This is an optimization exercise on Yosys and OpenROAD, whose aim is small area and a short achievable clock period, not a production implementation.
RTL that was checked went through simulation tests only; none was proved equivalent to the original.
No driver is modelled on the clock port, so clocking that relies on it looks cheaper here than on a real chip.
No activity file was given, so power comes from the tool's default toggle rates.

## psram_rsp
module psram_rsp #(
    parameter int unsigned MEM_AW = 8
) (
    input  logic        clk_i,
    input  logic        rst_i,
    input  logic [7:0]  cfg_rcmd_i,
    input  logic [7:0]  cfg_wcmd_i,
    input  logic [7:0]  cfg_mrcmd_i,
    input  logic [7:0]  cfg_mwcmd_i,
    input  logic [7:0]  cfg_rlc_i,
    input  logic [7:0]  cfg_wlc_i,
    input  logic        psram_sck_i,
    input  logic        psram_ce_i,
    input  logic [7:0]  psram_io_in_i,
    input  logic        psram_dqs_in_i,
    output logic [7:0]  psram_io_out_o,
    output logic        psram_io_en_o,
    output logic        psram_dqs_out_o,
    output logic        psram_dqs_en_o,
    output logic [31:0] mr_o,
    output logic        err_o
);
Size: about 4600 cells after synthesis, ~2300 flip-flops, ~110 I/O pins.
export LEC_CHECK = 0
export CAP_MARGIN = 20
export CORE_MARGIN = 2
export CORE_UTILIZATION = 75
export SETUP_SLACK_MARGIN = 3.7
export SLEW_MARGIN = 20
create_clock -name core_clock -period 6.0 [get_ports {clk_i}]
standard.sh (not shown) runs the stock make flow with config.mk's settings and CLKGATE_MAP_FILE= SYNTH_SCRIPT=/design/flow/synth_recipe.tcl, a recipe that flattens the netlist after the stock synthesis.
==> flow/flow/run.sh <==
#!/bin/bash
# The standard layout (standard.sh), with these changes:
#  * plain buf_4 buffers on the ports instead of the delay buffers that buffer_ports
#    picks by default;
#  * clock tree synthesis without dummy loads, with clkbuf_16 buffers and larger sink
#    clusters than the default (fewer leaf buffers).
# ORFS's own logs stay in orfs/logs; standard.sh's output goes to standard.log.
set -e
bash standard.sh \
  BUFFER_PORTS_ARGS="-buffer_cell sky130_fd_sc_hd__buf_4" \
  CTS_ARGS="-sink_clustering_enable -repair_clock_nets -dont_use_dummy_load -buf_list sky130_fd_sc_hd__clkbuf_16 -sink_clustering_size 25 -sink_clustering_max_diameter 80" \
  finish > standard.log 2>&1
The starting point passed the timing, DRC and antenna checks.
Next try:
--- a/flow/design.v
+++ b/flow/design.v
@@ -146,17 +146,17 @@
             lat_q <= lat_q - 8'd1;
         end else if (mr_wr_c) begin
             mwr_done_q <= 1'b1;
         end
     end
     logic [3:0]  ld_col_c, ld_pos_c;
     logic [15:0][7:0] rd_ring_c;
     logic [NRG-1:0][7:0] rd_grp_c;
-    assign ld_col_c = io_q[7:4] + ph_q;
+    assign ld_col_c = io_q[7:4] + ph_q + 4'd1;
     always_comb begin
         for (int g = 0; g < NPS; g++) begin
             if (addr_edge_c) begin
                 psel_d[g] = 16'b1 << ld_col_c;
             end else if (inc_c && rsel_q[15]) begin
                 psel_d[g] = {psel_q[g][13:0], psel_q[g][15:14]};
             end else begin
                 psel_d[g] = {psel_q[g][14:0], psel_q[g][15]};
@@ -185,17 +185,17 @@
         end
     end
     always_comb begin
         rd_or_c = '0;
         for (int g = 0; g < NRG; g++) begin
             rd_or_c = rd_or_c | rdp_q[g];
         end
     end
-    assign ld_pos_c = ptr_q[7:4] + ph_q;
+    assign ld_pos_c = ptr_q[7:4] + ph_q + 4'd1;
     always_ff @(posedge clk_i) begin
         ptr_q  <= ptr_d;
         ph_q   <= ph_q + 4'd1;
         rsel_q <= rsel_d;
         psel_q <= psel_d;
         rdp_q  <= rd_grp_c;
         if (addr_edge_c) begin
             mwsel_q <= 4'b1 << io_q[1:0];
After rerunning: Design area came out lower by 0.66%. Synthesized area hardly moves. Combinational power came out lower by about 13%. Final cell count came out lower by 0.58%. Maximum frequency came out higher by about 7%. Global-route usage came out lower by 1.5 points.
Only the layout flow was run in the first run of this note; the RTL was not checked for function there.

---

main:
Another version of the RTL of psram_rsp (not shown whole).
For scale: ~110 I/O pins, about 67,000 µm² of cells after synthesis.
==> flow/design.v (excerpt) <==
module psram_rsp #(
    parameter int unsigned MEM_AW = 8
) (
    input  logic        clk_i,
    input  logic        rst_i,
    input  logic [7:0]  cfg_rcmd_i,
    input  logic [7:0]  cfg_wcmd_i,
    input  logic [7:0]  cfg_mrcmd_i,
    input  logic [7:0]  cfg_mwcmd_i,
    input  logic [7:0]  cfg_rlc_i,
    input  logic [7:0]  cfg_wlc_i,
    input  logic        psram_sck_i,
    input  logic        psram_ce_i,
    input  logic [7:0]  psram_io_in_i,
    input  logic        psram_dqs_in_i,
    output logic [7:0]  psram_io_out_o,
    output logic        psram_io_en_o,
    output logic        psram_dqs_out_o,
    output logic        psram_dqs_en_o,
    output logic [31:0] mr_o,
    output logic        err_o
);
clock: 6.0 ns
lec_check: 0
cap_margin: 20
core_margin: 2
core_utilization: 75
setup_slack_margin: 3.7
slew_margin: 20
==> flow/flow/run.sh <==
#!/bin/bash
# The standard layout (standard.sh), with these changes:
#  * plain buf_4 buffers on the ports instead of the delay buffers that buffer_ports
#    picks by default;
#  * clock tree synthesis without dummy loads, with clkbuf_16 buffers and larger sink
#    clusters than the default (fewer leaf buffers);
#  * after clock tree synthesis, flow/splitroot.tcl splits the root clock buffer into
#    four, each next to the loads it drives.
# ORFS's own logs stay in orfs/logs; standard.sh's output goes to standard.log.
set -e
bash standard.sh \
  BUFFER_PORTS_ARGS="-buffer_cell sky130_fd_sc_hd__buf_4" \
  CTS_ARGS="-sink_clustering_enable -repair_clock_nets -dont_use_dummy_load -buf_list sky130_fd_sc_hd__clkbuf_16 -sink_clustering_size 25 -sink_clustering_max_diameter 80" \
  POST_CTS_TCL="$PWD/flow/splitroot.tcl" \
  finish > standard.log 2>&1
Other scripts of this flow, unchanged in this note and not shown: flow/flow/splitroot.tcl
The inputs of the feature branch differ from those of main as listed below.
diff --git a/flow/design.v b/flow/design.v
--- a/flow/design.v
+++ b/flow/design.v
@@ -16,15 +16,15 @@
     output logic [7:0]  psram_io_out_o,
     output logic        psram_io_en_o,
     output logic        psram_dqs_out_o,
     output logic        psram_dqs_en_o,
     output logic [31:0] mr_o,
     output logic        err_o
 );
-    localparam int NPS = 4, NRG = 2;
+    localparam int NPS = 2, NRG = 2;
     localparam int S_IDLE = 0, S_INST = 1, S_ADDR = 2, S_LATN = 3,
                    S_WDATA = 4, S_RDATA = 5, S_MWR = 6, S_IGNR = 7;
     logic              sck_q, edge_q, rise_q, ce_q, dqs_q;
     logic [3:0]        colp_q;          
     logic [7:0]        io_q;
     logic [7:0]        st_q, st_d;
     logic              armed_q;
Findings:
Status: timing-limited maximum frequency parity (main, the feature branch)
Total chip power ended up about 1.4% lower on the feature branch than on main.
main -> the feature branch: post-route minimum period flat
Taking main as the reference, in the feature branch clock network latency to the later pin of the worst-skew pair shows no meaningful change, number of nets in the synthesized netlist shows a reduction of 149, layout overhead on the synthesized area shows an increase of 0.71 points, pre-CTS setup slack shows an increase of 0.10 ns.
No functional check of the RTL was part of any run of this note.

---

## job 102
The RTL this note starts from:
==> flow/design.v <==
module psram_rsp #(
    parameter int unsigned MEM_AW = 8
) (
    input  logic        clk_i,
    input  logic        rst_i,
    input  logic [7:0]  cfg_rcmd_i,
    input  logic [7:0]  cfg_wcmd_i,
    input  logic [7:0]  cfg_mrcmd_i,
    input  logic [7:0]  cfg_mwcmd_i,
    input  logic [7:0]  cfg_rlc_i,
    input  logic [7:0]  cfg_wlc_i,
    input  logic        psram_sck_i,
    input  logic        psram_ce_i,
    input  logic [7:0]  psram_io_in_i,
    input  logic        psram_dqs_in_i,
    output logic [7:0]  psram_io_out_o,
    output logic        psram_io_en_o,
    output logic        psram_dqs_out_o,
    output logic        psram_dqs_en_o,
    output logic [31:0] mr_o,
    output logic        err_o
);
    localparam int NPS = 2, NRG = 2;
    localparam int S_IDLE = 0, S_INST = 1, S_ADDR = 2, S_LATN = 3,
                   S_WDATA = 4, S_RDATA = 5, S_MWR = 6, S_IGNR = 7;
    logic              sck_q, edge_q, rise_q, ce_q, dqs_q;
    logic [3:0]        colp_q;          
    logic [7:0]        io_q;
    logic [7:0]        st_q, st_d;
    logic              armed_q;
    logic              inst_got_q;
    logic [7:0]        opcode_q;
    logic [7:0]        ptr_q, ptr_d;
    logic [1:0]        byte_cnt_q;
    logic [7:0]        lat_q;
    logic              is_wr_q;
    logic              is_mr_q;
    logic              mwr_done_q;
    logic [3:0][7:0]   mr_q;
    logic [7:0]        io_out_q;
    logic              io_en_q;
    logic              dqs_out_q;
    logic              dqs_en_q;
    logic [3:0][7:0]   sd_q;            
    logic [3:0][3:0]   soh_q;           
    logic [3:0][3:0]   spos_q;          
    logic [3:0]        sl0_q, sl8_q;    
    logic [3:0]        mwsel_q;         
    logic [15:0][15:0][7:0] ring_q;     
    logic [3:0]        ph_q;
    logic [15:0]       rsel_q, rsel_d;  
    logic [NPS-1:0][15:0] psel_q, psel_d;  
    logic [NRG-1:0][7:0] rdp_q;         
    logic edge_c, rise_c, go_c;
    logic [7:0] rd_or_c;
    logic idle_go_c, inst_cap_c, inst_go_c, addr_edge_c, addr4_c;
    logic m_r_c, m_w_c, m_mr_c, m_mw_c, any_lat_c;
    logic lat_rise_c, lat_done_c, rd_start_c, rd_edge_c, wr_edge_c, inc_c, mr_wr_c;
    assign edge_c = edge_q;
    assign rise_c = rise_q;
    assign go_c   = ~ce_q;
    assign m_r_c     = (opcode_q == cfg_rcmd_i);
    assign m_w_c     = (opcode_q == cfg_wcmd_i);
    assign m_mr_c    = (opcode_q == cfg_mrcmd_i);
    assign m_mw_c    = (opcode_q == cfg_mwcmd_i);
    assign any_lat_c = m_r_c | m_w_c | m_mr_c;
    assign idle_go_c   = go_c & st_q[S_IDLE] & armed_q;
    assign inst_cap_c  = go_c & st_q[S_INST] & rise_c & ~inst_got_q;
    assign inst_go_c   = go_c & st_q[S_INST] & edge_c & inst_got_q;
    assign addr_edge_c = go_c & st_q[S_ADDR] & edge_c;
    assign addr4_c     = addr_edge_c & (byte_cnt_q == 2'd3);
    assign lat_rise_c  = go_c & st_q[S_LATN] & rise_c;
    assign lat_done_c  = lat_rise_c & (lat_q == 8'd0);
    assign rd_start_c  = lat_done_c & ~is_wr_q;
    assign rd_edge_c   = go_c & st_q[S_RDATA] & edge_c;
    assign wr_edge_c   = go_c & st_q[S_WDATA] & edge_c;
    assign mr_wr_c     = go_c & st_q[S_MWR] & edge_c & ~mwr_done_q;
    assign inc_c       = rd_start_c | rd_edge_c | wr_edge_c;
    always_comb begin
        st_d[S_IDLE]  = ce_q | (st_q[S_IDLE] & ~armed_q);
        st_d[S_INST]  = idle_go_c | (go_c & st_q[S_INST] & ~(edge_c & inst_got_q));
        st_d[S_ADDR]  = inst_go_c | (go_c & st_q[S_ADDR] & ~addr4_c);
        st_d[S_LATN]  = (addr4_c & any_lat_c) | (go_c & st_q[S_LATN] & ~lat_done_c);
        st_d[S_WDATA] = (lat_done_c & is_wr_q) | (go_c & st_q[S_WDATA]);
        st_d[S_RDATA] = rd_start_c | (go_c & st_q[S_RDATA]);
        st_d[S_MWR]   = (addr4_c & ~any_lat_c & m_mw_c) | (go_c & st_q[S_MWR]);
        st_d[S_IGNR]  = (addr4_c & ~any_lat_c & ~m_mw_c) | (go_c & st_q[S_IGNR]);
    end
    assign ptr_d = addr_edge_c ? io_q : inc_c ? ptr_q + 8'd1 : ptr_q;
    always_ff @(posedge clk_i or posedge rst_i) begin
        if (rst_i) begin
            sck_q      <= 1'b0;
            edge_q     <= 1'b0;
            rise_q     <= 1'b0;
            ce_q       <= 1'b0;
            st_q       <= 8'b1 << S_IDLE;
            armed_q    <= 1'b0;
            mr_q       <= '0;
            io_out_q   <= 8'd0;
            io_en_q    <= 1'b0;
            dqs_out_q  <= 1'b0;
            dqs_en_q   <= 1'b0;
        end else begin
            sck_q      <= psram_sck_i;
            edge_q     <= psram_sck_i ^ sck_q;
            rise_q     <= psram_sck_i & ~sck_q;
            ce_q       <= psram_ce_i;
            st_q       <= st_d;
            armed_q    <= armed_q | ce_q;
            for (int k = 0; k < 4; k++) begin
                if (mr_wr_c && mwsel_q[k]) begin
                    mr_q[k] <= io_q;
                end
            end
            if (rd_start_c || rd_edge_c) begin
                io_out_q <= is_mr_q ? mr_q[ptr_q[1:0]] : rd_or_c;
            end
            if (rd_start_c) begin
                dqs_out_q <= 1'b0;
            end else if (rd_edge_c) begin
                dqs_out_q <= ~dqs_out_q;
            end
            io_en_q  <= rd_start_c | (go_c & io_en_q);
            dqs_en_q <= rd_start_c | (go_c & dqs_en_q);
        end
    end
    always_ff @(posedge clk_i) begin
        io_q  <= psram_io_in_i;
        colp_q <= psram_io_in_i[7:4] + ph_q + 4'd1;
        dqs_q <= psram_dqs_in_i;
        if (idle_go_c) begin
            inst_got_q <= 1'b0;
        end else if (inst_cap_c) begin
            inst_got_q <= 1'b1;
        end
        if (inst_cap_c) begin
            opcode_q <= io_q;
        end
        if (inst_go_c) begin
            byte_cnt_q <= 2'd0;
        end else if (addr_edge_c) begin
            byte_cnt_q <= byte_cnt_q + 2'd1;
        end
        if (addr4_c) begin
            lat_q      <= (~m_r_c & m_w_c) ? cfg_wlc_i : cfg_rlc_i;
            is_wr_q    <= ~m_r_c & m_w_c;
            is_mr_q    <= ~m_r_c & ~m_w_c & m_mr_c;
            mwr_done_q <= 1'b0;
        end else if (lat_rise_c && !lat_done_c) begin
            lat_q <= lat_q - 8'd1;
        end else if (mr_wr_c) begin
            mwr_done_q <= 1'b1;
        end
    end
    logic [3:0]  ld_col_c, ld_pos_c;
    logic [15:0][7:0] rd_ring_c;
    logic [NRG-1:0][7:0] rd_grp_c;
    assign ld_col_c = colp_q;
    always_comb begin
        for (int g = 0; g < NPS; g++) begin
            if (addr_edge_c) begin
                psel_d[g] = 16'b1 << ld_col_c;
            end else if (inc_c && rsel_q[15]) begin
                psel_d[g] = {psel_q[g][13:0], psel_q[g][15:14]};
            end else begin
                psel_d[g] = {psel_q[g][14:0], psel_q[g][15]};
            end
        end
        if (addr_edge_c) begin
            rsel_d = 16'b1 << io_q[3:0];
        end else if (inc_c) begin
            rsel_d = {rsel_q[14:0], rsel_q[15]};
        end else begin
            rsel_d = rsel_q;
        end
    end
    always_comb begin
        for (int r = 0; r < 16; r++) begin
            rd_ring_c[r] = '0;
            for (int p = 0; p < 16; p++) begin
                rd_ring_c[r] = rd_ring_c[r] | ({8{psel_q[r / (16 / NPS)][p]}} & ring_q[r][p]);
            end
        end
        for (int g = 0; g < NRG; g++) begin
            rd_grp_c[g] = '0;
            for (int r = (16 / NRG) * g; r < (16 / NRG) * (g + 1); r++) begin
                rd_grp_c[g] = rd_grp_c[g] | ({8{rsel_q[r]}} & rd_ring_c[r]);
            end
        end
    end
    always_comb begin
        rd_or_c = '0;
        for (int g = 0; g < NRG; g++) begin
            rd_or_c = rd_or_c | rdp_q[g];
        end
    end
    assign ld_pos_c = ptr_q[7:4] + ph_q;
    always_ff @(posedge clk_i) begin
        ptr_q  <= ptr_d;
        ph_q   <= ph_q + 4'd1;
        rsel_q <= rsel_d;
        psel_q <= psel_d;
        rdp_q  <= rd_grp_c;
        if (addr_edge_c) begin
            mwsel_q <= 4'b1 << io_q[1:0];
        end
        for (int e = 0; e < 4; e++) begin
            if (wr_edge_c && dqs_q && ptr_q[1:0] == 2'(e)) begin
                sd_q[e]   <= io_q;
                soh_q[e]  <= 4'b1 << ptr_q[3:2];
                spos_q[e] <= ld_pos_c;
                sl0_q[e]  <= (ld_pos_c == 4'd15);
                sl8_q[e]  <= (ld_pos_c == 4'd7);
            end else begin
                spos_q[e] <= spos_q[e] + 4'd1;
                sl0_q[e]  <= (spos_q[e] == 4'd14);
                sl8_q[e]  <= (spos_q[e] == 4'd6);
            end
        end
        for (int r = 0; r < 16; r++) begin
            for (int p = 0; p < 16; p++) begin
                if (p == 0 && sl0_q[r % 4] && soh_q[r % 4][r / 4]) begin
                    ring_q[r][p] <= sd_q[r % 4];
                end else if (p == 8 && sl8_q[r % 4] && soh_q[r % 4][r / 4]) begin
                    ring_q[r][p] <= sd_q[r % 4];
                end else begin
                    ring_q[r][p] <= ring_q[r][(p + 15) % 16];
                end
            end
        end
    end
    assign psram_io_out_o  = io_out_q;
    assign psram_io_en_o   = io_en_q;
    assign psram_dqs_out_o = dqs_out_q;
    assign psram_dqs_en_o  = dqs_en_q;
    assign mr_o            = mr_q;
    logic       ce_prev_q, ce_fall_c, unknown_c;
    logic [1:0] guard_q, guard_d;
    logic       err_q, err_d;
    assign ce_fall_c = ce_prev_q & ~ce_q;
    assign unknown_c = addr4_c & ~any_lat_c & ~m_mw_c;
    always_comb begin
        guard_d = guard_q;
        if (ce_fall_c) begin
            guard_d = 2'd2;
        end else if (guard_q != 2'd0) begin
            guard_d = guard_q - 2'd1;
        end
        err_d = err_q;
        if (unknown_c) begin
            err_d = 1'b1;
        end
        if (ce_q && (st_q[S_INST] || st_q[S_ADDR] || st_q[S_LATN])) begin
            err_d = 1'b1;
        end
        if (edge_c && !ce_q && (ce_fall_c || guard_q != 2'd0)) begin
            err_d = 1'b1;
        end
    end
    always_ff @(posedge clk_i or posedge rst_i) begin
        if (rst_i) begin
            ce_prev_q <= 1'b0;
            guard_q   <= 2'd0;
            err_q     <= 1'b0;
        end else begin
            ce_prev_q <= ce_q;
            guard_q   <= guard_d;
            err_q     <= err_d;
        end
    end
    assign err_o = err_q;
endmodule
Settings: LEC_CHECK=0, CAP_MARGIN=20, CORE_MARGIN=2, CORE_UTILIZATION=75, SETUP_SLACK_MARGIN=3.7, SLEW_MARGIN=20; clock period 6.0 ns.
==> flow/flow/run.sh <==
#!/bin/bash
# The standard layout (standard.sh), with these changes:
#  * plain buf_4 buffers on the ports instead of the delay buffers that buffer_ports
#    picks by default;
#  * clock tree synthesis without dummy loads, with clkbuf_16 buffers and larger sink
#    clusters than the default (fewer leaf buffers).
# ORFS's own logs stay in orfs/logs; standard.sh's output goes to standard.log.
set -e
bash standard.sh \
  BUFFER_PORTS_ARGS="-buffer_cell sky130_fd_sc_hd__buf_4" \
  CTS_ARGS="-sink_clustering_enable -repair_clock_nets -dont_use_dummy_load -buf_list sky130_fd_sc_hd__clkbuf_16 -sink_clustering_size 25 -sink_clustering_max_diameter 80" \
  finish > standard.log 2>&1
### job 102 -> job 105
--- a/flow/design.v
+++ b/flow/design.v
@@ -24,6 +24,5 @@
     localparam int S_IDLE = 0, S_INST = 1, S_ADDR = 2, S_LATN = 3,
                    S_WDATA = 4, S_RDATA = 5, S_MWR = 6, S_IGNR = 7;
-    logic              sck_q, edge_q, rise_q, ce_q, dqs_q;
-    logic [3:0]        colp_q;          
+    logic              sck_q, sck_prev_q, ce_q, dqs_q;
     logic [7:0]        io_q;
     logic [7:0]        st_q, st_d;
@@ -43,11 +42,10 @@
     logic              dqs_en_q;
     logic [3:0][7:0]   sd_q;            
-    logic [3:0][3:0]   soh_q;           
+    logic [3:0][1:0]   sh_q;            
     logic [3:0][3:0]   spos_q;          
-    logic [3:0]        sl0_q, sl8_q;    
     logic [3:0]        mwsel_q;         
     logic [15:0][15:0][7:0] ring_q;     
     logic [3:0]        ph_q;
-    logic [15:0]       rsel_q, rsel_d;  
+    logic [15:0]       rsel_c;          
     logic [NPS-1:0][15:0] psel_q, psel_d;  
     logic [NRG-1:0][7:0] rdp_q;         
@@ -57,6 +55,6 @@
     logic m_r_c, m_w_c, m_mr_c, m_mw_c, any_lat_c;
     logic lat_rise_c, lat_done_c, rd_start_c, rd_edge_c, wr_edge_c, inc_c, mr_wr_c;
-    assign edge_c = edge_q;
-    assign rise_c = rise_q;
+    assign edge_c = sck_q ^ sck_prev_q;
+    assign rise_c = sck_q & ~sck_prev_q;
     assign go_c   = ~ce_q;
     assign m_r_c     = (opcode_q == cfg_rcmd_i);
@@ -91,6 +89,5 @@
         if (rst_i) begin
             sck_q      <= 1'b0;
-            edge_q     <= 1'b0;
-            rise_q     <= 1'b0;
+            sck_prev_q <= 1'b0;
             ce_q       <= 1'b0;
             st_q       <= 8'b1 << S_IDLE;
@@ -103,6 +100,5 @@
         end else begin
             sck_q      <= psram_sck_i;
-            edge_q     <= psram_sck_i ^ sck_q;
-            rise_q     <= psram_sck_i & ~sck_q;
+            sck_prev_q <= sck_q;
             ce_q       <= psram_ce_i;
             st_q       <= st_d;
@@ -127,5 +123,4 @@
     always_ff @(posedge clk_i) begin
         io_q  <= psram_io_in_i;
-        colp_q <= psram_io_in_i[7:4] + ph_q + 4'd1;
         dqs_q <= psram_dqs_in_i;
         if (idle_go_c) begin
@@ -156,10 +151,10 @@
     logic [15:0][7:0] rd_ring_c;
     logic [NRG-1:0][7:0] rd_grp_c;
-    assign ld_col_c = colp_q;
+    assign ld_col_c = io_q[7:4] + ph_q;
     always_comb begin
         for (int g = 0; g < NPS; g++) begin
             if (addr_edge_c) begin
                 psel_d[g] = 16'b1 << ld_col_c;
-            end else if (inc_c && rsel_q[15]) begin
+            end else if (inc_c && ptr_q[3:0] == 4'd15) begin
                 psel_d[g] = {psel_q[g][13:0], psel_q[g][15:14]};
             end else begin
@@ -167,11 +162,5 @@
             end
         end
-        if (addr_edge_c) begin
-            rsel_d = 16'b1 << io_q[3:0];
-        end else if (inc_c) begin
-            rsel_d = {rsel_q[14:0], rsel_q[15]};
-        end else begin
-            rsel_d = rsel_q;
-        end
+        rsel_c = 16'b1 << ptr_q[3:0];
     end
     always_comb begin
@@ -185,5 +174,5 @@
             rd_grp_c[g] = '0;
             for (int r = (16 / NRG) * g; r < (16 / NRG) * (g + 1); r++) begin
-                rd_grp_c[g] = rd_grp_c[g] | ({8{rsel_q[r]}} & rd_ring_c[r]);
+                rd_grp_c[g] = rd_grp_c[g] | ({8{rsel_c[r]}} & rd_ring_c[r]);
             end
         end
@@ -199,5 +188,4 @@
         ptr_q  <= ptr_d;
         ph_q   <= ph_q + 4'd1;
-        rsel_q <= rsel_d;
         psel_q <= psel_d;
         rdp_q  <= rd_grp_c;
@@ -208,19 +196,15 @@
             if (wr_edge_c && dqs_q && ptr_q[1:0] == 2'(e)) begin
                 sd_q[e]   <= io_q;
-                soh_q[e]  <= 4'b1 << ptr_q[3:2];
+                sh_q[e]   <= ptr_q[3:2];
                 spos_q[e] <= ld_pos_c;
-                sl0_q[e]  <= (ld_pos_c == 4'd15);
-                sl8_q[e]  <= (ld_pos_c == 4'd7);
             end else begin
                 spos_q[e] <= spos_q[e] + 4'd1;
-                sl0_q[e]  <= (spos_q[e] == 4'd14);
-                sl8_q[e]  <= (spos_q[e] == 4'd6);
             end
         end
         for (int r = 0; r < 16; r++) begin
             for (int p = 0; p < 16; p++) begin
-                if (p == 0 && sl0_q[r % 4] && soh_q[r % 4][r / 4]) begin
+                if (p == 0 && spos_q[r % 4] == 4'd15 && sh_q[r % 4] == 2'(r / 4)) begin
                     ring_q[r][p] <= sd_q[r % 4];
-                end else if (p == 8 && sl8_q[r % 4] && soh_q[r % 4][r / 4]) begin
+                end else if (p == 8 && spos_q[r % 4] == 4'd7 && sh_q[r % 4] == 2'(r / 4)) begin
                     ring_q[r][p] <= sd_q[r % 4];
                 end else begin
Findings:
Job 105 does worse than job 102 on via count.
Compared with job 102, in job 105 post-layout instance count excluding filler cells shows an increase of 0.64%, synthesis-to-finish area growth rose 2.5 points.
The count of cells along the worst register-to-register path in job 105 was higher than what job 102 gave.
Of job 105 and job 102, it is job 105 that has the higher highest net fanout along the worst path.
Job 102 ended up with sky130_fd_sc_hd__dfrtp_1 as its cell with the largest stage delay on the worst path; job 105 ended up with sky130_fd_sc_hd__or4_4.
Re required time at the worst-slack endpoint: job 102 was lower than job 105.
Comparing job 105 and job 102, the higher arrival time at the worst endpoint is on job 105.
Total detailed-routing wirelength (job 105 over job 102): increase, about 9%
Status: fraction of area in multi-input gates parity (job 105, job 102)
Job 105 reports its worst setup path endpoint as psel_q[18] while job 102 reports mr_o[16].
Looking at type of the worst setup path, the flop to primary output result is from job 102; the flop to flop one comes from job 105.
The maximum frequency of job 105 falls short of that of job 102 by 4.1%.
No run of this note included a check of the RTL's function; only the layout flow was run.

[static timing again, ports no longer ideal]
The flow's constraints put no driver on any port. The routed layouts listed below were extracted and timed again, unchanged, in two steps. Step 1 sets driving cells, clkbuf_16 on the clock port and buf_2 on the other inputs (assumed; they add their load-dependent delay and slew). Step 2, shift: input delay + t, output delay - t, t = (earliest + latest rising clock arrival at the registers) / 2. This alone moves slack from input paths to output paths. Slacks: no drivers / after step 1 / after step 2; pairs: no drivers / after step 1.
| run | t (ns) | setup slack, ns | hold slack, ns |
|---|---|---|---|
| the first run of note 1 | 0.750 | 3.364 / 3.364 / 3.069 | 0.321 / 0.321 / 0.321 |
| the second run of note 1 | 0.752 | 3.531 / 3.460 / 3.076 | 0.301 / 0.301 / 0.301 |
| main | 0.704 | 3.643 / 3.486 / 3.165 | 0.283 / 0.283 / 0.283 |
| the feature branch | 0.695 | 3.642 / 3.519 / 3.255 | 0.308 / 0.308 / 0.308 |
| job 102 | 0.756 | 3.517 / 3.445 / 3.174 | 0.326 / 0.326 / 0.326 |
| job 105 | 0.754 | 3.411 / 3.411 / 3.191 | 0.332 / 0.332 / 0.332 |
After both steps every run listed still meets setup and hold. For main, which loses most, drivers alone change the setup slack by -0.157 ns; drivers and shift together by -0.478 ns.
